From an optimization exercise on the open Yosys and OpenROAD flow, aimed at small area, a short achievable clock period and few clock cycles; shortcuts taken in it are not production practice. Only simulation tests tie the RTL to the original design; equivalence was not proved. No activity file was given, so power comes from the tool's default toggle rates.

## xyolo_lanes
module xyolo_lanes
#(
  parameter int DATA_W   = xyolo_lanes_pkg::c_DATA_W,
  parameter int N_LANES  = xyolo_lanes_pkg::c_N_LANES,
  parameter int SHIFT_W  = xyolo_lanes_pkg::c_SHIFT_W,
  parameter int CNT_W    = xyolo_lanes_pkg::c_CNT_W,
  parameter int LEAKY_SH = xyolo_lanes_pkg::c_LEAKY_SH
) (
  input  logic                      clk,
  input  logic                      rst,
  input  logic                      start,
  input  logic [CNT_W-1:0]          cfg_n_acc,
  input  logic [CNT_W-1:0]          cfg_n_out,
  input  logic [2:0]                cfg_mp_win,
  input  logic                      cfg_bias,
  input  logic                      cfg_leaky,
  input  logic                      cfg_maxpool,
  input  logic                      cfg_bypass,
  input  logic [SHIFT_W-1:0]        cfg_shift,
  input  logic                      in_valid,
  output logic                      in_ready,
  input  logic [N_LANES*DATA_W-1:0] in_pixel,
  input  logic [N_LANES*DATA_W-1:0] in_weight,
  ...
Size in the first run: ~930 flip-flops, roughly 300 I/O pins.
export LEC_CHECK = 0
export ABC_AREA = 1
export CAP_MARGIN = 20
export CORE_MARGIN = 2
export CORE_UTILIZATION = 60
export CTS_CLUSTER_DIAMETER = 120
export CTS_CLUSTER_SIZE = 24
export PLACE_DENSITY = 0.7
export SLEW_MARGIN = 20
export SYNTH_HIERARCHICAL = 1
create_clock -name core_clock -period 10.0 [get_ports {clk}]
standard.sh (not shown) runs the stock make flow with config.mk's settings and CLKGATE_MAP_FILE= SYNTH_SCRIPT=/design/flow/synth_recipe.tcl, a recipe that flattens the netlist after the stock synthesis.
==> flow/flow/run.sh <==
#!/bin/bash
# Standard synthesis unchanged, then the standard layout steps with the
# timing repair asked to leave extra setup margin (so that it sizes the
# critical paths for a period well below the 10 ns constraint) and with
# plain buffers, rather than delay cells, on the ports.
set -euo pipefail
MARGIN=$(cat flow/margin.txt)
bash standard.sh synth > synth.log 2>&1
bash standard.sh SETUP_SLACK_MARGIN=$MARGIN \
  BUFFER_PORTS_ARGS="-buffer_cell sky130_fd_sc_hd__buf_2" finish > layout.log 2>&1
==> flow/flow/margin.txt <==
6.4
Testbench counts at the start, summed over its fixed seeds: cycles 40,467.
Rerun with:
==> flow/flow/margin.txt (replaced) <==
6.5
--- a/flow/config.mk
+++ b/flow/config.mk
@@ -10,6 +10,5 @@
 export CORE_MARGIN = 2
-export CORE_UTILIZATION = 60
+export CORE_UTILIZATION = 50
 export CTS_CLUSTER_DIAMETER = 120
 export CTS_CLUSTER_SIZE = 24
-export PLACE_DENSITY = 0.7
 export SLEW_MARGIN = 20
What happened: The changed run produced a clean layout. Hold slack is about the same. Combinational power came out higher by about 0.4%. Clock skew came out lower by 0.0039 ns. Routed wire length climbs by about 3.4%. Synthesized cell count does not change. Area after synthesis is unchanged. Die area went up by 20%. Clock-buffer cell count rises by 5. Clock power is higher by 9.4%. Design area increases by 3.1%.
Rerun with:
--- a/flow/flow/run.sh
+++ b/flow/flow/run.sh
@@ -9,2 +9,2 @@
 bash standard.sh SETUP_SLACK_MARGIN=$MARGIN \
-  BUFFER_PORTS_ARGS="-buffer_cell sky130_fd_sc_hd__buf_2" finish > layout.log 2>&1
+  BUFFER_PORTS_ARGS="-buffer_cell sky130_fd_sc_hd__buf_1" finish > layout.log 2>&1
--- a/flow/config.mk
+++ b/flow/config.mk
@@ -10,5 +10,6 @@
 export CORE_MARGIN = 2
-export CORE_UTILIZATION = 50
+export CORE_UTILIZATION = 60
 export CTS_CLUSTER_DIAMETER = 120
 export CTS_CLUSTER_SIZE = 24
+export PLACE_DENSITY = 0.7
 export SLEW_MARGIN = 20
First-iteration DRC count is higher by 5.3%.
Power barely changes.
Combinational power is higher by about 0.6%.
Rerun with:
--- a/flow/config.mk
+++ b/flow/config.mk
@@ -10,6 +10,6 @@
 export CORE_MARGIN = 2
-export CORE_UTILIZATION = 60
+export CORE_UTILIZATION = 70
 export CTS_CLUSTER_DIAMETER = 120
 export CTS_CLUSTER_SIZE = 24
-export PLACE_DENSITY = 0.7
+export PLACE_DENSITY = 0.8
 export SLEW_MARGIN = 20
Result: The changed run produced a clean layout; setup slack loses 0.065 ns; count of clock-buffer cells in the layout decreases by 3; flip-flop and latch count stays the same.


Starting RTL as in the previous note.
==> flow/design.v (excerpt) <==
module xyolo_lanes
#(
  parameter int DATA_W   = xyolo_lanes_pkg::c_DATA_W,
  parameter int N_LANES  = xyolo_lanes_pkg::c_N_LANES,
  parameter int SHIFT_W  = xyolo_lanes_pkg::c_SHIFT_W,
  parameter int CNT_W    = xyolo_lanes_pkg::c_CNT_W,
  parameter int LEAKY_SH = xyolo_lanes_pkg::c_LEAKY_SH
) (
  input  logic                      clk,
  input  logic                      rst,
  input  logic                      start,
  input  logic [CNT_W-1:0]          cfg_n_acc,
  input  logic [CNT_W-1:0]          cfg_n_out,
  input  logic [2:0]                cfg_mp_win,
  input  logic                      cfg_bias,
  input  logic                      cfg_leaky,
  input  logic                      cfg_maxpool,
  input  logic                      cfg_bypass,
  input  logic [SHIFT_W-1:0]        cfg_shift,
  input  logic                      in_valid,
  output logic                      in_ready,
  input  logic [N_LANES*DATA_W-1:0] in_pixel,
  input  logic [N_LANES*DATA_W-1:0] in_weight,
  input  logic [N_LANES*DATA_W-1:0] in_bias,
  output logic                      out_valid,
  input  logic                      out_ready,
  output logic [N_LANES*DATA_W-1:0] out_data,
  output logic                      busy,
  output logic                      done
);
  logic [CNT_W-1:0]   r_n_acc;           
  logic [2:0]         r_n_win;           
  logic               r_acc_le1, r_win_le1;
  logic               r_bypass, r_bias_en, r_leaky;
  logic [SHIFT_W-1:0] r_shift;
  logic [CNT_W-1:0]   r_bc;              
  logic [2:0]         r_wc;              
  logic [CNT_W-1:0]   r_oc;              
  logic               r_wl, r_wcl, r_ocl;    
  logic               r_wf, r_gf;        
  logic               r_run;             
  logic               r_busy, r_done, r_in_ready, r_out_valid, r_out_last, r_pend;
  logic               r_ldh1;            
  logic               w_st, w_acc, w_xfer;
  logic [2:0]         w_cfg_win;
  assign w_st   = start && !r_busy;
  ...
clock: 10.0 ns
lec_check: 0
abc_area: 1
cap_margin: 10
core_margin: 2
core_utilization: 60
cts_cluster_diameter: 120
cts_cluster_size: 24
place_density: 0.7
slew_margin: 10
synth_hierarchical: 1
==> flow/flow/run.sh <==
#!/bin/bash
# Standard synthesis unchanged, then the standard layout steps with the
# timing repair asked to leave extra setup margin (so that it sizes the
# critical paths for a period well below the 10 ns constraint) and with
# plain buffers, rather than delay cells, on the ports.
set -euo pipefail
MARGIN=$(cat flow/margin.txt)
bash standard.sh synth > synth.log 2>&1
bash standard.sh SETUP_SLACK_MARGIN=$MARGIN \
  BUFFER_PORTS_ARGS="-buffer_cell sky130_fd_sc_hd__buf_2" finish > layout.log 2>&1
==> flow/flow/margin.txt <==
6.5
The starting point finished with timing, DRC and antenna clean.
Testbench counts at the start, summed over its fixed seeds: cycles 40,467.
Edit:
==> flow/flow/margin.txt (replaced) <==
6.6
CAP_MARGIN = 20   (was 10)
SLEW_MARGIN = 20   (was 10)
What happened: The changed run ran to the end with no violations; flip-flop and latch count does not change; final area goes up by 2.0%; count of clock-buffer cells in the layout goes up by 1; setup slack is better by 0.033 ns; worst hold slack is better by 0.013 ns; non-clock buffer count goes up by 70; power goes up by about 1.8%; first-iteration DRC count goes down by about 5.6%; routed wire length goes up by 1.4%; maximum frequency goes up by 0.94%; cell count goes up by about 0.8%.
Edit:
==> flow/flow/margin.txt (replaced) <==
6.5
After rerunning: The new run completed with no timing, DRC or antenna violations. Synthesized cell count is unchanged. Area after synthesis does not change. Setup slack gets better by 0.031 ns.
Edit:
GPL_ROUTABILITY_DRIVEN = 0   (was not set)
Result: The new run completed without violations; register-to-register slack barely changes; wire length goes down by about 2.3%; die area is unchanged.

[port drivers added, routing unchanged]
The flow's constraints put no driver on any port. The routed layouts listed below were extracted and timed again, unchanged, in two steps. Step 1, drivers: a clkbuf_16 drives clk and a buf_2 each remaining input, both assumed. Step 2 adds t to the input delays and takes it off the output delays; t is the mean of the earliest and latest rising clock arrival at the registers after step 1. Input paths then give back, and output paths get back, about the clock's delay inside the block. a / b / c = no drivers / after step 1 / after step 2; a / b = the first two.
| run | shift t [ns] | setup slack, ns | worst hold slack (ns) | latest minus earliest clock arrival (ns) | slew at the worst register clock pin (ns) |
|---|---|---|---|---|---|
| the first run of note 1 | 0.740 | 6.462 / 6.401 / 5.852 | 0.329 / 0.329 / 0.329 | 0.036 / 0.036 | 0.11 / 0.11 |
| the second run of note 1 | 0.752 | 6.508 / 6.478 / 6.019 | 0.331 / 0.331 / 0.331 | 0.031 / 0.031 | 0.11 / 0.11 |
| the third run of note 1 | 0.749 | 6.534 / 6.534 / 5.848 | 0.327 / 0.327 / 0.327 | 0.036 / 0.036 | 0.11 / 0.11 |
| the fourth run of note 1 | 0.752 | 6.469 / 6.469 / 5.970 | 0.330 / 0.330 / 0.330 | 0.044 / 0.043 | 0.12 / 0.12 |
| the first run of note 2 | 0.741 | 6.492 / 6.492 / 6.048 | 0.312 / 0.312 / 0.312 | 0.030 / 0.030 | 0.10 / 0.10 |
| the second run of note 2 | 0.748 | 6.525 / 6.443 / 6.063 | 0.325 / 0.325 / 0.325 | 0.028 / 0.027 | 0.11 / 0.11 |
| the third run of note 2 | 0.740 | 6.556 / 6.538 / 6.059 | 0.316 / 0.316 / 0.316 | 0.046 / 0.046 | 0.10 / 0.10 |
| the fourth run of note 2 | 0.738 | 6.548 / 6.548 / 6.042 | 0.329 / 0.329 / 0.329 | 0.039 / 0.039 | 0.11 / 0.11 |
After both steps every run listed still meets setup and hold. For the third run of note 1, which loses most, drivers alone change the setup slack by 0.000 ns; drivers and shift together by -0.686 ns.
